This is an optimization exercise on Yosys and OpenROAD, whose aim is small area, not a production implementation. Only simulation tests tie the RTL to the original design; equivalence was not proved. Power is estimated from default activity; no workload was simulated.

--- design.v ---
module oled_frame_arbiter #(
   parameter int STRING_LEN     = 64,
   parameter int REFRESH_CYCLES = 500000
) (
   input  logic                    CLK100MHZ,
   input  logic                    reset,
   input  logic                    req0,
   input  logic [8*STRING_LEN-1:0] msg0,
   output logic                    ack0,
   input  logic                    req1,
   input  logic [8*STRING_LEN-1:0] msg1,
   output logic                    ack1,
   output logic [7:0]              sendData,
   output logic                    sendDataValid,
   input  logic                    sendDone,
   output logic                    updateString,
   output logic                    busy,
   output logic                    active_src
);
   localparam int FW     = 8*STRING_LEN;
   localparam int PTR_W  = (STRING_LEN > 1) ? $clog2(STRING_LEN) : 1;
   localparam bit PTR_P2 = (STRING_LEN == (1 << PTR_W));
   typedef enum logic [2:0] {
      IDLE     = 3'b000,
      START    = 3'b001,
      WAIT1    = 3'b011,
      WAIT_LOW = 3'b010,
      SEND     = 3'b110,
      HOLD     = 3'b100
   } state_t;
   state_t           state_q, state_d;
   logic [FW-1:0]    frame_q;
   logic             par_q;
   logic [PTR_W-1:0] ptr_q;
   logic [7:0]       data_q;
   logic             src_q;
   logic             hold_done;
   logic grant, grant1, g0, g1, load_byte, byte_done, last;
   assign grant     = (state_q == IDLE) && (req0 || req1);
   assign grant1    = (req0 && req1) ? ~src_q : req1;
   assign g0        = grant && !grant1;
   assign g1        = grant && grant1;
   assign load_byte = ((state_q == WAIT1) || (state_q == WAIT_LOW)) && !sendDone;
   assign byte_done = (state_q == SEND) && sendDone;
   assign last      = (ptr_q == PTR_W'(STRING_LEN-1));
   always_comb begin
      state_d = state_q;
      case (state_q)
         IDLE:     if (req0 || req1) state_d = START;
         START:    state_d = WAIT1;
         WAIT1:    state_d = sendDone ? WAIT_LOW : SEND;
         WAIT_LOW: if (!sendDone) state_d = SEND;
         SEND:     if (sendDone) state_d = last ? HOLD : WAIT_LOW;
         HOLD:     if (hold_done) state_d = IDLE;
         default:  state_d = IDLE;
      endcase
   end
   always_ff @(posedge CLK100MHZ) begin
      frame_q <= ~(({FW{g0}} & msg0) | ({FW{g1}} & msg1) | ({FW{~grant}} & frame_q));
      par_q   <= grant | ~par_q;
   end
   localparam int NB = 1 << PTR_W;
   logic [7:0] rd_byte;
   logic [7:0] lo_sel, hi_sel;
   always_comb begin
      lo_sel = '0; hi_sel = '0;
      lo_sel[ptr_q[2:0]] = 1'b1;
      hi_sel[ptr_q[5:3]] = 1'b1;
   end
   for (genvar k = 0; k < 8; k++) begin : g_rd
      logic [7:0] grp;
      for (genvar h = 0; h < 8; h++) begin : g_grp
         logic [7:0] x;
         for (genvar l = 0; l < 8; l++) begin : g_bit
            if (8*h+l < STRING_LEN) assign x[l] = frame_q[FW-8-8*(8*h+l)+k];
            else                    assign x[l] = 1'b0;
         end
         ofa_sel8 u_lo (.sel(lo_sel), .x(x), .y(grp[h]));
      end
      ofa_sel8 u_hi (.sel(hi_sel), .x(grp), .y(rd_byte[k]));
   end
   generate
      if (REFRESH_CYCLES == 500000) begin : g_lfsr
         localparam logic [18:0] LFSR_END = 19'h2b44b;
         logic [18:0] lfsr_q;
         always_ff @(posedge CLK100MHZ)
            lfsr_q <= {lfsr_q[17:0],
                       (state_q == HOLD) & ~(lfsr_q[18] ^ lfsr_q[17] ^ lfsr_q[16] ^ lfsr_q[13])};
         assign hold_done = (lfsr_q == LFSR_END);
      end else begin : g_cnt
         localparam int HOLD_W = $clog2(REFRESH_CYCLES+1);
         logic [HOLD_W-1:0] hold_q;
         always_ff @(posedge CLK100MHZ)
            if (state_q != HOLD) hold_q <= HOLD_W'(REFRESH_CYCLES-1);
            else                 hold_q <= hold_q - 1'b1;
         assign hold_done = (hold_q == '0);
      end
   endgenerate
   always_ff @(posedge CLK100MHZ or posedge reset) begin
      if (reset) begin
         state_q <= IDLE;
         ptr_q   <= '0;
         data_q  <= 8'h00;
         src_q   <= 1'b1;
      end else begin
         state_q <= state_d;
         if (grant) src_q <= grant1;
         if (load_byte) data_q <= rd_byte ^ {8{par_q}};
         if (byte_done) ptr_q <= (!PTR_P2 && last) ? '0 : ptr_q + 1'b1;
         else if (!PTR_P2 && grant) ptr_q <= '0;
      end
   end
   assign ack0          = (state_q == START) && !src_q;
   assign ack1          = (state_q == START) &&  src_q;
   assign sendData      = data_q;
   assign sendDataValid = (state_q == SEND);
   assign updateString  = (state_q == WAIT1);
   assign busy          = (state_q != IDLE);
   assign active_src    = src_q;
endmodule
module ofa_sel8 (
   input  logic [7:0] sel,
   input  logic [7:0] x,
   output logic       y
);
   logic t0, t1, t2;
   ofa_aoi222 u0 (.a(sel[0]), .b(x[0]), .c(sel[1]), .d(x[1]), .e(sel[2]), .f(x[2]), .y(t0));
   ofa_aoi222 u1 (.a(sel[3]), .b(x[3]), .c(sel[4]), .d(x[4]), .e(sel[5]), .f(x[5]), .y(t1));
   ofa_aoi22  u2 (.a(sel[6]), .b(x[6]), .c(sel[7]), .d(x[7]), .y(t2));
   ofa_nand3  u3 (.a(t0), .b(t1), .c(t2), .y(y));
endmodule
module ofa_aoi222 (
   input  logic a, b, c, d, e, f,
   output logic y
);
   assign y = ~((a & b) | (c & d) | (e & f));
endmodule
module ofa_aoi22 (
   input  logic a, b, c, d,
   output logic y
);
   assign y = ~((a & b) | (c & d));
endmodule
module ofa_nand3 (
   input  logic a, b, c,
   output logic y
);
   assign y = ~(a & b & c);
endmodule
--- flow/run.sh ---
#!/bin/bash
# Layout flow: the standard flow (standard.sh) with three changes that save cell area:
#  - each port gets a buf_1 buffer (buffer_ports otherwise picks clkdlybuf4s50_1, 2.7x larger);
#  - the clock tree is built of clkbuf_16 in sink clusters of at most 20 and without dummy loads;
#  - combinational cells that synthesis sized up are set back to drive strength 1
#    (flow/downsize.py); the registers are left exactly as the standard synthesis made them.
# Each step's output goes to a log of its own here; ORFS's own logs are under orfs/logs.
set -euo pipefail
export BUFFER_PORTS_ARGS="-buffer_cell sky130_fd_sc_hd__buf_1"
export CTS_ARGS="-sink_clustering_enable -repair_clock_nets -dont_use_dummy_load -buf_list sky130_fd_sc_hd__clkbuf_16 -sink_clustering_size 20 -sink_clustering_max_diameter 100"
RES=orfs/results/${FLOW_PLATFORM}/oled_frame_arbiter/base
bash standard.sh synth > run_synth.log 2>&1
python3 flow/downsize.py "$RES/1_2_yosys.v" \
   "$FLOW_HOME/platforms/${FLOW_PLATFORM}/lib/sky130_fd_sc_hd__tt_025C_1v80.lib" > run_downsize.log 2>&1
# 1_2_yosys.v is now newer than 1_synth.odb, so make rebuilds the database from it
bash standard.sh > run_layout.log 2>&1
--- flow/downsize.py ---
#!/usr/bin/env python3
"""Set each combinational cell of the synthesized netlist to the _1 drive strength of the
same function where the library's _1 cell is smaller. Flip-flops, buffers and tie cells are
left as synthesis made them. Usage: downsize.py NETLIST LIBERTY"""
import re, sys

netlist, lib = sys.argv[1], sys.argv[2]
area = {}
cur = None
for line in open(lib):
    m = re.match(r'\s*cell\s*\(\s*"?(sky130_fd_sc_hd__\w+?)"?\s*\)', line)
    if m:
        cur = m.group(1)
        continue
    m = re.match(r'\s*area\s*:\s*([0-9.]+)', line)
    if m and cur and cur not in area:
        area[cur] = float(m.group(1))
keep = re.compile(r'sky130_fd_sc_hd__(df|edf|sdf|sedf|dl|buf|clkbuf|conb|tap|fill|decap|diode)')
text = open(netlist).read()
count = {}

def swap(m):
    name, base = m.group(0), m.group(1)
    small = base + '_1'
    if keep.match(name) or small not in area or name not in area or area[small] >= area[name]:
        return name
    count[name] = count.get(name, 0) + 1
    return small

text = re.sub(r'\b(sky130_fd_sc_hd__\w+?)_(\d+)\b(?=\s+[\\\w])', swap, text)
open(netlist, 'w').write(text)
for k, v in sorted(count.items()):
    print(f"{k}: {v} downsized")
--- standard.sh ---
#!/bin/bash
# synth_recipe.tcl (not shown) runs the flow's synth.tcl, then flattens the netlist and writes it again
# the make line also repeats each setting of config.mk as NAME=value (left out here)
make -C /OpenROAD-flow-scripts/flow DESIGN_CONFIG=/design/flow/config.mk WORK_HOME=/design/flow/orfs CLKGATE_MAP_FILE= SYNTH_SCRIPT=/design/flow/synth_recipe.tcl "${@:-finish}"
--- config.mk ---
export PLATFORM = sky130hd
export DESIGN_NAME = oled_frame_arbiter
export DESIGN_NICKNAME = oled_frame_arbiter
export VERILOG_FILES = /design/flow/design.v
export SDC_FILE = /design/flow/constraint.sdc
export NUM_CORES = 4
export LEC_CHECK = 0
export CAP_MARGIN = 20
export CELL_PAD_IN_SITES_DETAIL_PLACEMENT = 1
export CELL_PAD_IN_SITES_GLOBAL_PLACEMENT = 1
export CORE_AREA = 10 10 370 370
export DIE_AREA = 0 0 380 380
export PLACE_DENSITY = 0.5
export SLEW_MARGIN = 20
export SYNTH_HIERARCHICAL = 1
--- constraint.sdc ---
create_clock -name core_clock -period 4.0 [get_ports {CLK100MHZ}]
set_input_delay 0.8000 -clock core_clock [delete_from_list [all_inputs] [get_ports {CLK100MHZ}]]
set_output_delay 0.8000 -clock core_clock [all_outputs]
set_load 0.01 [all_outputs]
==> flow_metrics.py, run 1 <==
metrics = {
    "outcome": {
        "status": "finished clean",
    },
    "cts": {
        "cts_setup_buffers": 0,
        "cts_buffers": 38,
        "cts_root_buf": "clkbuf_16",
        "cts_sinks": 550,
        "cts_tree": "done",
        "clk_latency_ps": 630,
        "htreeDepth": 2,
        "cts_max_path_buffers": 3,
        "ctsResizeCount": 0,
        "clkSlewWorstSetupHoldPaths_ps": 70,
        "holdBufCountCts": 0,
    },
    "routing": {
        "drt-wirelength-per-cell_um": 33.50,
        "vias": 22720,
        "wl_um": 146300,
        "drt_iter0_markers": 4460,
        "route.detailed.drc": 0,
        "vias_per_cell": 5.203,
        "drt_pass1_iterations": 14,
        "antenna_left": 0,
    },
    "pwr": {
        "p_int_mw": 10.42,
        "switching_share_pct": 39.11,
        "p_per_area_mw_per_mm2": 631.6,
        "combPwrFrac_pct": 33.4,
        "p_total_mw": 17.12,
        "ir_worst_vdd_v": 0.0003211,
        "clkPwrFrac_pct": 22.1,
        "seqPwrFrac_pct": 44.5,
        "p_switching_mw": 6.696,
        "p_leak_nw": 8.612,
    },
    "timing": {
        "rsz0062_at_grt": "no",
        "max_freq_ghz": 0.2796,
        "max_slew_margin_pct": 23.15,
        "layout_setup_ws_ps": 423.2,
        "drv_slew": 0,
        "fin_setup_tns_ps": 0,
        "fin_crit_sh_pct": 89.42,
        "setup_violations": 0,
        "finalCriticalPeriod_ps": 3577,
        "skew_ps": 65.49,
        "finalHoldViolCount": 0,
        "worst_pin_slew_ps": 1153,
    },
    "setup_path": {
        "reg2reg_slack_ps": 420,
        "reg2reg_from": "ptr_q[1]",
        "required_ps": 4510,
        "start_kind": "flip-flop",
        "slowest_stage": "a222oi_1",
        "crit_chain": "inv_1 -> ha_1 -> xnor2_1 -> and2_4 -> buf_4 -> a222oi_1 -> nand3_1 -> a222oi_1 -> buf_4 -> nand3_1 -> xnor2_1 -> a21oi_1",
        "critPathKind": "flip-flop to flip-flop",
        "r2r-end": "data_q[4]",
        "critPathArrivalTime_ps": 4090,
        "reg2reg_depth": 12,
        "critPathMaxStageDelay_ps": 710,
        "crit_buf_inv": 3,
        "end_kind": "flip-flop",
        "path_delay_family": "compound AO/OA/AOI/OAI gates",
        "crit_fanout": 33,
    },
    "global_routing": {
        "grt_pass1_wl_um": 195100,
        "grt_pass1_vias": 22870,
        "grt_overflow": 0,
        "antenna_found_initial": 28,
        "grt_usage_pct": 18.74,
        "grt_start_max_net_pins": 185,
    },
    "floorplan": {
        "fp.dieW_um": 380,
        "core_mm2": 0.1292,
        "die-area_mm2": 0.1444,
        "die_h_um": 380,
        "io_pins": 1043,
        "rows": 132,
        "start_util_pct": 15.65,
    },
    "yosys": {
        "synth_nets": 2675,
        "synth.cell_area_mm2": 0.02021,
        "yosys_warnings": 7,
        "syn_inst": 1639,
        "synth.avg_cell_area_um2": 12.33,
    },
    "hold_path": {
        "holdPathStages": 0,
        "min_to": "g_lfsr.lfsr_q[9]",
        "min_from": "g_lfsr.lfsr_q[8]",
        "holdCritPathClass": "flip-flop to flip-flop",
    },
    "placement": {
        "dp_hpwl_um": 116400,
        "pre_cts_ws_ps": 276.9,
        "post_dp_cell_area_mm2": 0.02611,
        "port_buffers": 1042,
        "gp_congestion": 0.8517,
    },
    "final_layout": {
        "fin_nets": 3646,
        "stdcell_area_mm2": 0.02710,
        "area_growth_pct": 34.09,
        "drive_gt1_share_pct": 4.563,
    },
    "flow_run": {
        "maxCapViolCount": 0,
    },
}
==> how the worst max path moves through the flow <==
stage | endpoint | slack [ps] | startpoint | depth (start not counted)
after floorplan | data_q[0] | 230 | ptr_q[0] | 9
after global placement | data_q[4] | 400 | ptr_q[1] | 12
final | data_q[4] | 420 | ptr_q[1] | 12
after detailed placement | data_q[4] | 280 | ptr_q[1] | 12
after global routing | data_q[4] | 120 | ptr_q[1] | 12
after CTS | data_q[4] | 290 | ptr_q[1] | 12
==> power by group through the flow <==
stage | combinational (mW) | sequential (mW) | clock (mW)
finish | 5.71 | 7.62 | 3.79
floorplan | 2.88 | 7.06 | 0
CTS | 5.90 | 7.62 | 3.96
global route | 6.20 | 7.70 | 4.13
detailed placement | 5.87 | 7.74 | 0
global placement | 5.75 | 7.80 | 0
==> per-layer routing <==
layer	up-vias	global-route usage (%)	share of wire [%]
met1	11640	23.22	40
met4	16	4.639	2.1
li1	9706	-	-
met2	1219	32.38	49
met5	-	0	0.070
met3	131	4.484	8.0
==> state kept, by name, indices dropped and copies added, names as in the netlist <==
name and flops:
state_q 3, ptr_q 6, data_q 8, src_q 1, g_lfsr.lfsr_q 19, par_q 1
frame_q 512
==> cell type report <==
cell class,count,area [um^2]
Antenna cell,16,40.04
Clock buffer,38,950.9
Fill cell,15190,102000
Inverter,8,30.03
Multi-Input combinational cell,907,8243
Sequential cell,550,11100
Tap cell,1742,2180
Timing Repair Buffer,1105,4559
==> cell usage in the layout, fill, tap and decap left out, types with 4 or more instances in the layout <==
cell type,instances
buf_1,1042
a222oi_1,656
dfxtp_1,532
nand3_1,75
a22oi_1,72
buf_4,49
clkbuf_16,38
dfrtp_1,17
diode_2,16
xnor2_1,16
nor2_1,14
buf_12,14
a21oi_1,12
inv_1,7
nand2_1,7
ha_1,7
and2_4,6
and3_1,4
nor3_1,4
o21ai_0,4
nand4_1,4
==> per-stage QoR <==
stage | instances | util (%) | hold WS (ps)
floorplan | 1639 | - | 322.4
global placement | 4312 | 20.22 | 328.4
detailed placement | 4312 | 20.22 | 338.3
CTS | 4350 | 20.96 | 262.6
global route | 4362 | 20.98 | 282.1
finish | 4366 | 20.99 | 337.5
==> inputs of run 2 (changes only) <==
--- a/flow/run.sh
+++ b/flow/run.sh
@@ -3,3 +3,3 @@
 #  - each port gets a buf_1 buffer (buffer_ports otherwise picks clkdlybuf4s50_1, 2.7x larger);
-#  - the clock tree is built of clkbuf_16 in sink clusters of at most 20 and without dummy loads;
+#  - the clock tree is built of clkbuf_8 in sink clusters of at most 12 and without dummy loads;
 #  - combinational cells that synthesis sized up are set back to drive strength 1
@@ -9,3 +9,3 @@
 export BUFFER_PORTS_ARGS="-buffer_cell sky130_fd_sc_hd__buf_1"
-export CTS_ARGS="-sink_clustering_enable -repair_clock_nets -dont_use_dummy_load -buf_list sky130_fd_sc_hd__clkbuf_16 -sink_clustering_size 20 -sink_clustering_max_diameter 100"
+export CTS_ARGS="-sink_clustering_enable -repair_clock_nets -dont_use_dummy_load -buf_list sky130_fd_sc_hd__clkbuf_8 -sink_clustering_size 12 -sink_clustering_max_diameter 60"
 RES=orfs/results/${FLOW_PLATFORM}/oled_frame_arbiter/base
--- a/config.mk
+++ b/config.mk
@@ -10,5 +10,5 @@
 export CELL_PAD_IN_SITES_GLOBAL_PLACEMENT = 1
-export CORE_AREA = 10 10 370 370
+export CORE_AREA = 70 70 310 310
 export DIE_AREA = 0 0 380 380
-export PLACE_DENSITY = 0.5
+export PLACE_DENSITY = 0.6
 export SLEW_MARGIN = 20
==> run 2 against run 1 <==
Against the previous run: largest cell class unchanged; clock skew shrank 20 ps; highest routed layer unchanged; maximum frequency grew 0.62%; largest power group unchanged; global-route usage grew 6.8 points; sequential share of layout area grew 2.3 points; synthesized cell count is the same; utilization grew 24 points; still clean.
==> flow_metrics.py, run 2 <==
metrics = {
    "outcome": {
        "status": "finished clean",
    },
    "setup_path": {
        "critPathArrivalTime_ps": 4080,
        "critPathMaxStageDelay_ps": 850,
        "reg2reg_slack_ps": 450,
        "required_ps": 4530,
        "endpoint": "data_q[7]",
        "start_kind": "flip-flop",
        "reg2reg_depth": 13,
        "crit_start": "ptr_q[0]",
        "slowest_stage": "nor3_4",
        "reg2reg_from": "ptr_q[0]",
        "critPathKind": "flip-flop to flip-flop",
        "r2r-end": "data_q[7]",
        "crit_chain": "inv_1 -> ha_1 -> nor3_1 -> a21oi_1 -> nor3_4 -> buf_12 -> buf_4 -> a222oi_1 -> nand3_1 -> a22oi_1 -> nand3_1 -> xnor2_1 -> a21oi_1",
        "end_kind": "flip-flop",
        "crit_fanout": 21,
    },
    "routing": {
        "drt-wirelength-per-cell_um": 62.03,
        "vias": 25550,
        "route.detailed.drc": 0,
        "wl_um": 216300,
        "drt_pass1_iterations": 17,
        "antenna_left": 0,
        "vias_per_cell": 7.326,
        "drt_iter0_markers": 7236,
    },
    "cts": {
        "cts_buffers": 54,
        "ctsResizeCount": 0,
        "cts_tree": "done",
        "cts_max_path_buffers": 3,
        "cts_root_buf": "clkbuf_8",
        "holdBufCountCts": 0,
        "clk_latency_ps": 710,
        "cts_setup_buffers": 0,
        "htreeDepth": 2,
        "clkSlewWorstSetupHoldPaths_ps": 90,
        "cts_sinks": 550,
    },
    "final_layout": {
        "largest_register": "frame_q",
        "fin_util_pct": 45.31,
        "largest_register_ffs": 512,
        "regArea_mm2": 0.01110,
        "fin_nets": 3618,
        "reg_top3": "frame_q (512), g_lfsr.lfsr_q (19), data_q (8)",
        "area_growth_pct": 26.88,
        "drive_gt1_share_pct": 3.527,
        "layout_commonest_cell": "buf_1",
        "layout_common_cells": "1042 x buf_1, 656 x a222oi_1, 532 x dfxtp_1",
        "fillers": 6612,
        "multi_input_area_mm2": 0.008243,
    },
    "timing": {
        "finalHoldViolCount": 0,
        "skew_ps": 45.31,
        "setup_violations": 0,
        "hold_ws_ps": 212.0,
        "worst_pin_slew_ps": 1308,
        "max_slew_margin_pct": 12.82,
        "fin_crit_sh_pct": 88.87,
        "finalCriticalPeriod_ps": 3555,
        "max_freq_ghz": 0.2813,
        "rsz0062_at_grt": "no",
        "fin_setup_tns_ps": 0,
        "drv_slew": 0,
    },
    "floorplan": {
        "io_pins": 1043,
        "start_util_pct": 35.71,
        "die_h_um": 380,
        "fp.dieW_um": 380,
        "core_mm2": 0.05660,
        "rows": 87,
        "die-area_mm2": 0.1444,
    },
    "pwr": {
        "p_total_mw": 15.53,
        "p_leak_nw": 8.312,
        "ir_worst_vdd_v": 0.0004809,
        "p_per_area_mw_per_mm2": 605.7,
    },
    "global_routing": {
        "grt_start_max_net_pins": 245,
        "grt_usage_pct": 25.50,
        "grt_overflow": 0,
        "grt_pass1_vias": 22970,
        "grt_pass1_wl_um": 265700,
        "antenna_found_initial": 455,
    },
    "placement": {
        "port_buffers": 1042,
        "gp_congestion": 0.9253,
        "dp_hpwl_um": 186900,
    },
    "hold_path": {
        "holdCritPathClass": "input port to asynchronous set/reset pin",
    },
    "flow_run": {
        "maxCapViolCount": 0,
    },
    "yosys": {
        "syn_inst": 1639,
        "yosys_warnings": 7,
        "synth.cell_area_mm2": 0.02021,
        "synth_nets": 2675,
        "synth.avg_cell_area_um2": 12.33,
    },
}
[run 2: layer usage]
layer / wire [um] / vias up / part of all wire, % / track usage, %
li1: - / 9825 / - / -
met1: 61620 / 12300 / 28 / 22.11
met2: 111100 / 2292 / 51 / 45.85
met3: 32030 / 833 / 15 / 15.75
met4: 9636 / 304 / 4.5 / 10.66
met5: 1933 / - / 0.89 / 0
[run 2: area by class of cell]
class	count	area share, %
Sequential cell	550	43.29
Multi-Input combinational cell	907	32.14
Timing Repair Buffer	1061	16.39
Tap cell	756	3.688
Clock buffer	54	2.898
Antenna cell	152	1.483
Inverter	8	0.1171
[run 2: power by group]
group	leakage [nW]	internal, mW	switching, mW
sequential	4.76	6.52	1.21
combinational	3.16	1.97	2.68
clock	0.389	1.20	1.95
[run 2: worst max-delay path: cells and delay by family, from the launching register on]
family	cells	cell delay, ps
compound gates	4	400
xor+xnor	1	130
fa+ha+maj	1	290
buf+inv	3	650
flops	1	560
simple gates	4	1350
[run 2: stage by stage]
| step | cell area [um^2] | std cells | setup slack, ps |
|---|---|---|---|
| CTS | 25270 | 3336 | 459.7 |
| detailed placement | 24520 | 3282 | 440.3 |
| global route | 25490 | 3424 | 138.5 |
| global placement | 24520 | 3282 | 617.1 |
| floorplan | 20220 | 1639 | 225.6 |
| finish | 25650 | 3488 | 445.3 |
[run 2: how the worst min path moves through the flow]
stage	endpoint	slack [ps]	depth (start not counted)
3_5_place_dp	g_lfsr.lfsr_q[15]	330	0
2_1_floorplan	g_lfsr.lfsr_q[15]	320	0
4_1_cts	data_q[1]	210	2
3_3_place_gp	g_lfsr.lfsr_q[12]	330	0
5_1_grt	frame_q[424]	270	2
6_report	data_q[4]	210	2
==> inputs of run 3 (changes only) <==
--- a/config.mk
+++ b/config.mk
@@ -10,5 +10,5 @@
 export CELL_PAD_IN_SITES_GLOBAL_PLACEMENT = 1
-export CORE_AREA = 70 70 310 310
+export CORE_AREA = 60 60 320 320
 export DIE_AREA = 0 0 380 380
-export PLACE_DENSITY = 0.6
+export PLACE_DENSITY = 0.55
 export SLEW_MARGIN = 20
==> run 3 against run 2 <==
Against the previous run: total power is 1.0% higher; area after synthesis is the same; worst hold slack improved by 24 ps; first-iteration DRC count fell by 22%; register-to-register slack got worse by 30 ps; largest power group unchanged; maximum frequency decreased by 0.91%; critical path depth down 3; highest routed layer unchanged.
==> flow_metrics.py, run 3 <==
metrics = {
    "setup_path": {
        "end_kind": "flip-flop",
        "reg2reg_depth": 10,
        "critPathKind": "flip-flop to flip-flop",
        "required_ps": 4540,
        "reg2reg_from": "ptr_q[0]",
        "r2r-end": "data_q[4]",
        "reg2reg_slack_ps": 410,
        "crit_fanout": 64,
        "start_kind": "flip-flop",
        "critPathArrivalTime_ps": 4130,
    },
    "timing": {
        "hold_ws_ps": 236.3,
        "rsz0062_at_grt": "no",
        "skew_ps": 80.70,
        "fin_setup_tns_ps": 0,
        "layout_setup_ws_ps": 412.6,
        "worst_pin_slew_ps": 1049,
        "max_slew_margin_pct": 29.73,
        "finalHoldViolCount": 0,
        "max_freq_ghz": 0.2788,
        "fin_crit_sh_pct": 89.68,
        "finalCriticalPeriod_ps": 3587,
        "drv_slew": 0,
        "setup_violations": 0,
    },
    "pwr": {
        "p_leak_nw": 8.349,
        "p_total_mw": 15.69,
        "ir_worst_vdd_v": 0.0002949,
        "p_per_area_mw_per_mm2": 607.3,
    },
    "final_layout": {
        "fin_util_pct": 38.96,
        "fin_nets": 3625,
        "layout_common_cells": "1042 x buf_1, 656 x a222oi_1, 532 x dfxtp_1",
        "layout_commonest_cell": "buf_1",
        "stdcell_area_mm2": 0.02584,
        "reg_top3": "frame_q (512), g_lfsr.lfsr_q (19), data_q (8)",
        "fillers": 7688,
        "drive_gt1_share_pct": 3.788,
        "area_growth_pct": 27.84,
        "largest_register_ffs": 512,
        "multi_input_area_mm2": 0.008243,
        "largest_register": "frame_q",
        "regArea_mm2": 0.01110,
        "layoutNonFillerInstCount": 3609,
    },
    "placement": {
        "pre_cts_ws_ps": 373.3,
        "post_dp_cell_area_mm2": 0.02466,
        "placed_cells": 3393,
        "dp_hpwl_um": 171500,
        "port_buffers": 1042,
        "gp_congestion": 0.8982,
    },
    "yosys": {
        "syn_inst": 1639,
        "synth_nets": 2675,
        "synth.avg_cell_area_um2": 12.33,
        "synth.cell_area_mm2": 0.02021,
        "yosys_warnings": 7,
    },
    "hold_path": {
        "holdCritPathClass": "input port to asynchronous set/reset pin",
    },
    "cts": {
        "cts_root_buf": "clkbuf_8",
        "clk_latency_ps": 710,
        "ctsResizeCount": 0,
        "htreeDepth": 2,
        "cts_tree": "done",
        "cts_max_path_buffers": 3,
        "holdBufCountCts": 0,
        "cts_setup_buffers": 0,
        "clkSlewWorstSetupHoldPaths_ps": 80,
        "cts_buffers": 57,
        "cts_sinks": 550,
    },
    "routing": {
        "drt-wirelength-per-cell_um": 55.91,
        "drt_iter0_markers": 5671,
        "antenna_left": 0,
        "vias": 24830,
        "vias_per_cell": 6.879,
        "route.detailed.drc": 0,
        "wl_um": 201800,
        "drt_pass1_iterations": 17,
    },
    "global_routing": {
        "grt_overflow": 0,
        "grt_pass1_wl_um": 252700,
        "grt_start_max_net_pins": 178,
        "grt_usage_pct": 23.93,
        "grt_pass1_vias": 23550,
        "antenna_found_initial": 375,
    },
    "floorplan": {
        "die-area_mm2": 0.1444,
        "io_pins": 1043,
        "rows": 94,
        "fp.dieW_um": 380,
        "start_util_pct": 30.47,
        "die_h_um": 380,
        "core_mm2": 0.06633,
    },
    "flow_run": {
        "maxCapViolCount": 0,
    },
    "outcome": {
        "status": "finished clean",
    },
}
## run 3: cell types whose count changed in the layout (fill, tap and decap cells not counted)
cell,previous run,this run
buf_4,7,12
buf_12,12,10
diode_2,152,158
buf_2,0,1
clkbuf_8,54,57
## run 3: critical path, stage by stage (launching register included)
cell,delay (ps)
dfrtp_1,570
inv_1,120
ha_1,290
xnor2_1,190
and2_4,420
a222oi_1,500
nand3_1,230
a222oi_1,680
nand3_1,170
xnor2_1,180
a21oi_1,80
## run 3: layout make-up
type                            count  share of cell area [%]
Clock buffer                       57                   3.036
Tap cell                          864                   4.183
Sequential cell                   550                   42.96
Inverter                            8                  0.1162
Timing Repair Buffer             1065                   16.28
Multi-Input combinational cell    907                   31.90
Antenna cell                      158                   1.530
## run 3: how the worst max path moves through the flow
stage / to / slack (ps) / start
floorplan: data_q[0] / 230 / ptr_q[0]
global route: data_q[0] / 230 / ptr_q[0]
finish: data_q[4] / 410 / ptr_q[0]
CTS: data_q[0] / 430 / ptr_q[0]
global placement: data_q[3] / 550 / ptr_q[0]
detailed placement: data_q[4] / 370 / ptr_q[0]
## run 3: per-layer routing
layer	track usage [%]	routed length, um
met4	9.609	7539
met5	0	1605
met1	20.73	59730
met2	43.62	105300
met3	14.64	27620
## run 3: where the power goes
group          internal, mW  switching (mW)  total [mW]
logic                  1.95            2.81        4.76
clock network          1.26            1.99        3.25
registers              6.52            1.16        7.68
total                  9.74            5.96        15.7
==> inputs of run 4 (changes only) <==
--- a/design.v
+++ b/design.v
@@ -63,3 +63,3 @@
    logic [7:0] rd_byte;
-   logic [7:0] lo_sel, hi_sel;
+   logic [7:0] lo_sel, hi_sel, lo_selb;
    always_comb begin
@@ -69,2 +69,3 @@
    end
+   assign lo_selb = ~lo_sel;
    for (genvar k = 0; k < 8; k++) begin : g_rd
@@ -77,3 +78,3 @@
          end
-         ofa_sel8 u_lo (.sel(lo_sel), .x(x), .y(grp[h]));
+         ofa_sel8b u_lo (.selb(lo_selb), .x(x), .y(grp[h]));
       end
@@ -131,2 +132,25 @@
 endmodule
+module ofa_sel8b (
+   input  logic [7:0] selb,
+   input  logic [7:0] x,
+   output logic       y
+);
+   logic [3:0] t;
+   for (genvar i = 0; i < 4; i++) begin : g_pair
+      ofa_oai22 u (.a(x[2*i]), .b(selb[2*i]), .c(x[2*i+1]), .d(selb[2*i+1]), .y(t[i]));
+   end
+   ofa_nor4 u4 (.a(t[0]), .b(t[1]), .c(t[2]), .d(t[3]), .y(y));
+endmodule
+module ofa_oai22 (
+   input  logic a, b, c, d,
+   output logic y
+);
+   assign y = ~((a | b) & (c | d));
+endmodule
+module ofa_nor4 (
+   input  logic a, b, c, d,
+   output logic y
+);
+   assign y = ~(a | b | c | d);
+endmodule
 module ofa_aoi222 (
--- a/config.mk
+++ b/config.mk
@@ -10,5 +10,5 @@
 export CELL_PAD_IN_SITES_GLOBAL_PLACEMENT = 1
-export CORE_AREA = 60 60 320 320
+export CORE_AREA = 70 70 310 310
 export DIE_AREA = 0 0 380 380
-export PLACE_DENSITY = 0.55
+export PLACE_DENSITY = 0.6
 export SLEW_MARGIN = 20
==> run 4 against run 3 <==
Against the previous run: still clean on timing, DRC and antenna; via count is 4.3% higher; die area stayed put; non-clock buffer count is 8 higher; sequential power hardly changed; total power is 7.2% higher; global-route usage is 1.7 points higher; synthesized cell count is 3.9% higher; register-to-register slack worse by 230 ps; critical path depth is 2 higher; design area is 0.38% lower; first-iteration DRC count is 8.3% higher; worst hold slack worse by 12 ps; critical path type unchanged; largest cell class unchanged; largest power group unchanged.
==> flow_metrics.py, run 4 <==
metrics = {
    "outcome": {
        "status": "finished clean",
    },
    "cts": {
        "htreeDepth": 2,
        "cts_buffers": 54,
        "cts_setup_buffers": 0,
        "cts_max_path_buffers": 3,
        "holdBufCountCts": 0,
        "clk_latency_ps": 690,
        "cts_sinks": 550,
        "cts_tree": "done",
        "clkSlewWorstSetupHoldPaths_ps": 90,
        "cts_root_buf": "clkbuf_8",
    },
    "timing": {
        "max_freq_ghz": 0.2620,
        "fin_crit_sh_pct": 95.40,
        "skew_ps": 34.37,
        "worst_pin_slew_ps": 1158,
        "finalCriticalPeriod_ps": 3816,
        "rsz0062_at_grt": "no",
        "max_slew_margin_pct": 22.77,
        "drv_slew": 0,
        "layout_setup_ws_ps": 183.9,
        "finalHoldViolCount": 0,
        "setup_violations": 0,
        "fin_setup_tns_ps": 0,
    },
    "yosys": {
        "synth_nets": 2740,
        "yosys_warnings": 7,
        "syn_inst": 1703,
        "synth.avg_cell_area_um2": 11.83,
        "synth.cell_area_mm2": 0.02014,
    },
    "final_layout": {
        "fin_nets": 3696,
        "largest_register": "frame_q",
        "layoutNonFillerInstCount": 3583,
        "layout_common_cells": "1042 x buf_1, 532 x dfxtp_1, 528 x a222oi_1",
        "fillers": 6692,
        "stdcell_area_mm2": 0.02574,
        "area_growth_pct": 27.82,
        "layout_commonest_cell": "buf_1",
        "drive_gt1_share_pct": 3.989,
        "reg_top3": "frame_q (512), g_lfsr.lfsr_q (19), data_q (8)",
        "fin_util_pct": 45.48,
        "largest_register_ffs": 512,
    },
    "floorplan": {
        "core_mm2": 0.05660,
        "io_pins": 1043,
        "die-area_mm2": 0.1444,
        "rows": 87,
        "die_h_um": 380,
        "start_util_pct": 35.58,
        "fp.dieW_um": 380,
    },
    "setup_path": {
        "critPathArrivalTime_ps": 4340,
        "reg2reg_slack_ps": 180,
        "r2r-end": "data_q[7]",
        "reg2reg_from": "ptr_q[0]",
        "crit_start": "ptr_q[0]",
        "critPathKind": "flip-flop to flip-flop",
        "reg2reg_depth": 12,
        "crit_fanout": 24,
        "required_ps": 4530,
        "end_kind": "flip-flop",
        "start_kind": "flip-flop",
    },
    "routing": {
        "wl_um": 218200,
        "route.detailed.drc": 0,
        "drt_pass1_iterations": 14,
        "antenna_left": 0,
        "vias_per_cell": 7.229,
        "drt_iter0_markers": 6144,
        "vias": 25900,
        "drt-wirelength-per-cell_um": 60.89,
    },
    "global_routing": {
        "grt_overflow": 0,
        "antenna_found_initial": 494,
        "grt_pass1_wl_um": 267900,
        "grt_start_max_net_pins": 205,
        "grt_usage_pct": 25.66,
        "grt_pass1_vias": 23270,
    },
    "flow_run": {
        "maxCapViolCount": 0,
    },
    "pwr": {
        "ir_worst_vdd_v": 0.0003501,
        "p_per_area_mw_per_mm2": 653.5,
        "p_leak_nw": 8.415,
    },
    "placement": {
        "post_dp_cell_area_mm2": 0.02453,
        "dp_hpwl_um": 187600,
        "port_buffers": 1042,
        "placed_cells": 3358,
        "pre_cts_ws_ps": 197.2,
        "gp_congestion": 0.9217,
    },
    "hold_path": {
        "holdCritPathClass": "input port to asynchronous set/reset pin",
    },
}
run 4: cell types whose count changed in the layout (fill, tap and decap cells not counted), moves of 6 or more:
cell / delta
nand3_1: -64
buf_4: +7
nor4_1: +65
o22ai_1: +256
a222oi_1: -128
a22oi_1: -64
and2_4: -6
diode_2: +12
run 4: cell type report:
type,count,area (um^2),share of cell area [%]
Antenna cell,170,425.4,1.652
Clock buffer,54,743.2,2.887
Inverter,8,30.03,0.1166
Multi-Input combinational cell,972,8204,31.87
Sequential cell,550,11100,43.12
Tap cell,756,945.9,3.674
Timing Repair Buffer,1073,4294,16.68
run 4: how the worst max path moves through the flow:
stage               depth (start not counted)         to
CTS                                        10  data_q[0]
detailed placement                         10  data_q[0]
floorplan                                  10  data_q[2]
global placement                           10  data_q[0]
finish                                     12  data_q[7]
global route                               12  data_q[4]
run 4: stage by stage:
stage | total power [mW] | hold WS [ps]
2_1_floorplan | 10.67 | 322.4
3_3_place_gp | 13.31 | 333.7
3_5_place_dp | 13.50 | 334.3
4_1_cts | 16.63 | 224.0
5_1_grt | 17.42 | 265.0
6_report | 16.82 | 224.2
run 4: routing by layer:
layer  track usage (%)  wire, um  vias up
met4             11.53     10740      316
li1                  -         -    10010
met3             16.51     32250      913
met5            0.6498      2031        -
met2             45.13    109800     2174
met1             22.36     63320    12490
run 4: critical path, cell delays in order, from the launching register on:
cell	delay, ps
dfrtp_1	540
inv_1	120
ha_1	310
nor3_1	190
a21oi_1	90
or3_2	670
buf_4	330
o22ai_1	250
nor4_1	110
a222oi_1	580
nand3_1	180
xnor2_1	200
a21oi_1	90
run 4: power breakdown:
part | internal [mW] | switching, mW | total, mW
combinational | 2.53 | 3.45 | 5.98
sequential | 6.52 | 1.15 | 7.67
clock | 1.20 | 1.98 | 3.18
run 4: timing repair:
action / CTS / global route
gates resized for setup: 0 / 4
endpoints found under the hold margin: 0 / 0
endpoints found under the setup margin: 0 / 2

==> afterwards: timing with drivers on the ports <==
The results above use ideal ports. As a check the final layouts listed here were re-extracted and re-timed, cells and wires unchanged.
Step 1: set_driving_cell puts a clkbuf_16 on CLK100MHZ and a buf_2 on each other input, an assumption about the parent block.
Step 2 times the ports against the registers' clock, not the clock port: input delays grow and output delays shrink by t, the midpoint of the rising clock arrivals with the driver on.
a / b / c = ideal / step 1 / step 2; a / b = the first two.
run | t, ns | setup slack, ns | cell pins on the clock port's net
run 1 | 0.662 | 0.423 / 0.423 / 0.423 | 1
run 2 | 0.766 | 0.445 / 0.445 / 0.445 | 1
run 3 | 0.739 | 0.413 / 0.413 / 0.413 | 1
run 4 | 0.740 | 0.184 / 0.184 / 0.184 | 1
After both steps every run listed still meets setup and hold.
